This design comes from an exercise in tuning for small area on the open sky130 flow, not from production work.
Power is estimated from default activity; no workload was simulated.

==> module rxTxCore, before the edit <==
module rxTxCore (
   input  logic                  lcbClk,
   input  logic                  reset,
   input  logic [16-1:0] lcbAddress,
   input  logic [32-1:0] lcbDataIn,
   input  logic                  lcbWrite,
   input  logic                  lcbRead,
   input  logic                  lcbCoreSelect,
   output logic [32-1:0] lcbDataOut,
   output logic                  lcbAck,
   input  logic                  trigIn,
   input  logic                  c2sFifoFull,
   output logic [128-1:0] c2sData,
   output logic                  c2sWrite
);
   localparam int NC = 4;
   logic       strobe, wrAcc, rdAcc, chanHit, globId, globScr;
   logic [1:0] aCh;
   logic [3:0] aOff;
   assign strobe  = lcbCoreSelect & (lcbWrite | lcbRead);
   assign wrAcc   = lcbCoreSelect & lcbWrite;
   assign rdAcc   = lcbCoreSelect & lcbRead;
   assign chanHit = (lcbAddress[15:12] == 4'h1);
   assign globId  = (lcbAddress == 16'h0000);
   assign globScr = (lcbAddress == 16'h0004);
   assign aCh     = lcbAddress[9:8];
   assign aOff    = lcbAddress[3:0];
   logic       selId, selScr, selCtrl, selLen;
   logic [3:0] selSeed, selCnt;    
   logic [1:0] selCh;
   logic [32-1:0] scratch;
   logic                  scrValid;    
   always_ff @(posedge lcbClk or posedge reset)
   begin
      if (reset)
      begin
         lcbAck   <= 1'b0;
         scrValid <= 1'b0;
      end
      else
      begin
         lcbAck <= strobe;
         if (wrAcc && globScr)
            scrValid <= 1'b1;
      end
   end
   always_ff @(posedge lcbClk)
   begin
      if (wrAcc && globScr)
         scratch <= lcbDataIn;
   end
   always_ff @(posedge lcbClk)
   begin
      selId   <= rdAcc & globId;
      selScr  <= rdAcc & globScr;
      selCtrl <= rdAcc & chanHit & (aOff == 4'h0);
      selLen  <= rdAcc & chanHit & (aOff == 4'h4);
      for (int i = 0; i < 4; i++)
      begin
         selSeed[i] <= rdAcc & chanHit & (aOff == 4'h8) & (aCh == 2'(i));
         selCnt[i]  <= rdAcc & chanHit & (aOff == 4'hC) & (aCh == 2'(i));
      end
      selCh   <= aCh;
   end
   logic [NC-1:0]                 enable;
   logic [NC-1:0][3:0]            lenReg;
   logic [NC-1:0][32-1:0] seedReg;
   logic [NC-1:0][32-1:0] pktCount;
   logic [NC-1:0]                 busy;
   logic [NC-1:0][3:0]            capLen;
   logic [NC-1:0][32-1:0] capSeed;
   logic [NC-1:0]                 seedValid;
   logic [NC-1:0]                 cntValid;
   logic [NC-1:0]                 capValid;
   logic [NC-1:0]                 start;
   logic [NC-1:0]                 done;      
   logic       locked;
   logic [1:0] lastCh;       
   logic       hdrOut;       
   logic [3:0] wordOut;      
   logic       pending;      
   logic [32-1:0] curCount;
   assign pending  = c2sWrite & ~locked;
   assign curCount = cntValid[lastCh] ? pktCount[lastCh] : '0;
   for (genvar i = 0; i < NC; i++)
   begin : genChan
      logic wsel;
      assign wsel     = wrAcc & chanHit & (aCh == 2'(i));
      assign start[i] = trigIn & enable[i] & ~busy[i];
      always_ff @(posedge lcbClk or posedge reset)
      begin
         if (reset)
         begin
            enable[i]   <= 1'b0;
            lenReg[i]   <= 4'd1;
            seedValid[i] <= 1'b0;
            cntValid[i]  <= 1'b0;
            busy[i]      <= 1'b0;
         end
         else
         begin
            if (wsel && aOff == 4'h0) enable[i]  <= lcbDataIn[0];
            if (wsel && aOff == 4'h4)  lenReg[i]  <= lcbDataIn[3:0];
            if (wsel && aOff == 4'h8) seedValid[i] <= 1'b1;
            if (pending && lastCh == 2'(i))  cntValid[i]  <= 1'b1;
            if (start[i])
               busy[i] <= 1'b1;
            else if (done[i])
               busy[i] <= 1'b0;
         end
      end
      always_ff @(posedge lcbClk)
      begin
         if (wsel && aOff == 4'h8) seedReg[i]  <= lcbDataIn;
         if (pending && lastCh == 2'(i))  pktCount[i] <= curCount + 32'd1;
         if (start[i])
         begin
            capLen[i]   <= lenReg[i];
            capSeed[i]  <= seedReg[i];
            capValid[i] <= seedValid[i];
         end
      end
   end
   logic [1:0] pickIdx, cand, curIdx;
   logic       pickValid, grant, lastWord;
   logic [3:0] ownLen;
   always_comb
   begin
      pickIdx   = lastCh;
      pickValid = 1'b0;
      for (int k = NC; k > 0; k--)
      begin
         cand = lastCh + 2'(k);
         if (busy[cand])
         begin
            pickIdx   = cand;
            pickValid = 1'b1;
         end
      end
   end
   assign ownLen   = capLen[lastCh];
   assign curIdx   = locked ? lastCh : pickIdx;
   assign grant    = (locked | pickValid) & ~c2sFifoFull;
   assign lastWord = locked ? (hdrOut ? (ownLen == 4'd1) : (wordOut + 4'd2 == ownLen))
                            : (capLen[pickIdx] == 4'd0);
   assign done     = (grant & lastWord) ? (NC'(1) << curIdx) : '0;
   always_ff @(posedge lcbClk or posedge reset)
   begin
      if (reset)
      begin
         locked   <= 1'b0;
         lastCh   <= '0;
         c2sWrite <= 1'b0;
      end
      else
      begin
         c2sWrite <= grant;
         if (grant)
         begin
            locked <= ~lastWord;
            lastCh <= curIdx;
         end
      end
   end
   always_ff @(posedge lcbClk)
   begin
      if (grant)
      begin
         hdrOut  <= ~locked;
         wordOut <= (locked & ~hdrOut) ? wordOut + 4'd1 : 4'd0;
      end
   end
   logic [32-1:0] seedSel;
   logic [1:0]            lo;
   logic [25:0]           hi, hiInc;
   logic [4:0]            mid0, mid1;
   logic [3:0][32-1:0] smp;
   assign seedSel = capValid[lastCh] ? capSeed[lastCh] : '0;
   assign lo      = seedSel[1:0];
   assign hi      = seedSel[31:6];
   assign hiInc   = hi + 26'd1;
   assign mid0    = {1'b0, seedSel[5:2]} + {1'b0, wordOut};
   assign mid1    = {1'b0, seedSel[5:2]} + {1'b0, wordOut} + 5'd1;
   always_comb
   begin
      for (int k = 0; k < 4; k++)
      begin
         logic [2:0] l;
         logic [4:0] m;
         l = {1'b0, lo} + 3'(k);
         m = l[2] ? mid1 : mid0;
         smp[k] = {m[4] ? hiInc : hi, m[3:0], l[1:0]};
      end
   end
   assign c2sData = {hdrOut ? 96'd0 : {smp[3], smp[2], smp[1]}, smp[0]}
                  | (hdrOut ? {8'hA5, 6'd0, lastCh, curCount[15:0], 4'd0, ownLen, 56'd0, 32'd0} : '0);
   always_comb
   begin
      lcbDataOut = '0;
      if (selId)   lcbDataOut = lcbDataOut | 32'h52580001;
      if (selScr && scrValid) lcbDataOut = lcbDataOut | scratch;
      if (selCtrl) lcbDataOut = lcbDataOut | {31'd0, enable[selCh]};
      if (selLen)  lcbDataOut = lcbDataOut | {28'd0, lenReg[selCh]};
      for (int i = 0; i < NC; i++)
      begin
         lcbDataOut = lcbDataOut | ({32{selSeed[i] & seedValid[i]}} & seedReg[i]);
         lcbDataOut = lcbDataOut | ({32{selCnt[i] & cntValid[i]}} & pktCount[i]);
      end
   end
endmodule
clock: 6.0 ns
lec_check: 0
cap_margin: 20
core_margin: 2
core_utilization: 65
cts_cluster_diameter: 100
cts_cluster_size: 30
slew_margin: 20
run.sh (not shown) runs the stock make flow with config.mk's settings and CLKGATE_MAP_FILE= SYNTH_SCRIPT=/design/flow/synth_recipe.tcl, a recipe that flattens the netlist after the stock synthesis.
The starting point ran to the end with no violations.
Edit:
--- a/flow/design.v
+++ b/flow/design.v
@@ -91,10 +91,12 @@
    logic [NC-1:0]                 done;      
    logic       locked;
    logic [1:0] lastCh;       
    logic       hdrOut;       
    logic [3:0] wordOut;      
+   logic [3:0] carryOut;     
+   logic [3:0] carryNext;
    logic       pending;      
    logic [32-1:0] curCount;
    assign pending  = c2sWrite & ~locked;
    assign curCount = cntValid[lastCh] ? pktCount[lastCh] : '0;
    for (genvar i = 0; i < NC; i++)
@@ -181,35 +183,51 @@
    begin
       if (grant)
       begin
          hdrOut  <= ~locked;
          wordOut <= (locked & ~hdrOut) ? wordOut + 4'd1 : 4'd0;
+         carryOut <= locked ? carryNext : 4'd0;
       end
    end
    logic [32-1:0] seedSel;
    logic [1:0]            lo;
    logic [25:0]           hi, hiInc;
-   logic [4:0]            mid0, mid1;
+   logic [3:0]            mid0, mid1;
+   logic [3:0]            nextWord;
    logic [3:0][32-1:0] smp;
    assign seedSel = capValid[lastCh] ? capSeed[lastCh] : '0;
    assign lo      = seedSel[1:0];
    assign hi      = seedSel[31:6];
    assign hiInc   = hi + 26'd1;
-   assign mid0    = {1'b0, seedSel[5:2]} + {1'b0, wordOut};
-   assign mid1    = {1'b0, seedSel[5:2]} + {1'b0, wordOut} + 5'd1;
+   assign mid0    = seedSel[5:2] + wordOut;
+   assign mid1    = seedSel[5:2] + wordOut + 4'd1;
+   assign nextWord = hdrOut ? 4'd0 : wordOut + 4'd1;
    always_comb
    begin
       for (int k = 0; k < 4; k++)
       begin
+         logic [6:0] t;
+         t = {1'b0, seedSel[5:0]} + {1'b0, nextWord, 2'b00} + 7'(k);
+         carryNext[k] = t[6];
+      end
+   end
+   always_comb
+   begin
+      for (int k = 0; k < 4; k++)
+      begin
          logic [2:0] l;
-         logic [4:0] m;
-         l = {1'b0, lo} + 3'(k);
-         m = l[2] ? mid1 : mid0;
-         smp[k] = {m[4] ? hiInc : hi, m[3:0], l[1:0]};
-      end
-   end
-   assign c2sData = {hdrOut ? 96'd0 : {smp[3], smp[2], smp[1]}, smp[0]}
+         logic [3:0] m;
+         logic       keep, useInc, useSeed;
+         l       = {1'b0, lo} + 3'(k);
+         m       = l[2] ? mid1 : mid0;
+         keep    = (k == 0) | ~hdrOut;
+         useInc  = keep & carryOut[k];
+         useSeed = keep & ~carryOut[k];
+         smp[k]  = {({26{useInc}} & hiInc) | ({26{useSeed}} & hi), {4{keep}} & m[3:0], {2{keep}} & l[1:0]};
+      end
+   end
+   assign c2sData = {smp[3], smp[2], smp[1], smp[0]}
                   | (hdrOut ? {8'hA5, 6'd0, lastCh, curCount[15:0], 4'd0, ownLen, 56'd0, 32'd0} : '0);
    always_comb
    begin
       lcbDataOut = '0;
       if (selId)   lcbDataOut = lcbDataOut | 32'h52580001;
=> The changed run ran to the end with no violations; via count went down by a few percent; combinational power is lower by about a fifth; cell area falls slightly; final cell count goes down by a few percent; non-clock buffer count is lower by 23; sequential share of layout area came out higher by 1.5 points.
No run of this note included a check of the RTL's function; only the layout flow was run.

[separate check: timing with driven ports]
How much do the figures lean on ideal ports? The routed layouts below were timed once more, with nothing changed but the port constraints.
Step 1: set_driving_cell puts a clkbuf_16 on lcbClk and a buf_2 on each other input, an assumption about the parent block.
Step 2 also shifts input and output timing later by t, the mid clock arrival at the registers, as if the neighbouring blocks saw the same clock.
a / b / c = ideal / step 1 / step 2; a / b = the first two.
run | t (ns) | setup slack, ns | clock arrival spread, ns | worst slew at a driven data input, ns
the first run | 0.599 | 0.131 / 0.077 / 0.676 | 0.024 / 0.024 | 0.08
the second run | 0.603 | 0.273 / 0.218 / 0.821 | 0.027 / 0.027 | 0.09
After both steps setup and hold are still met in every run listed.
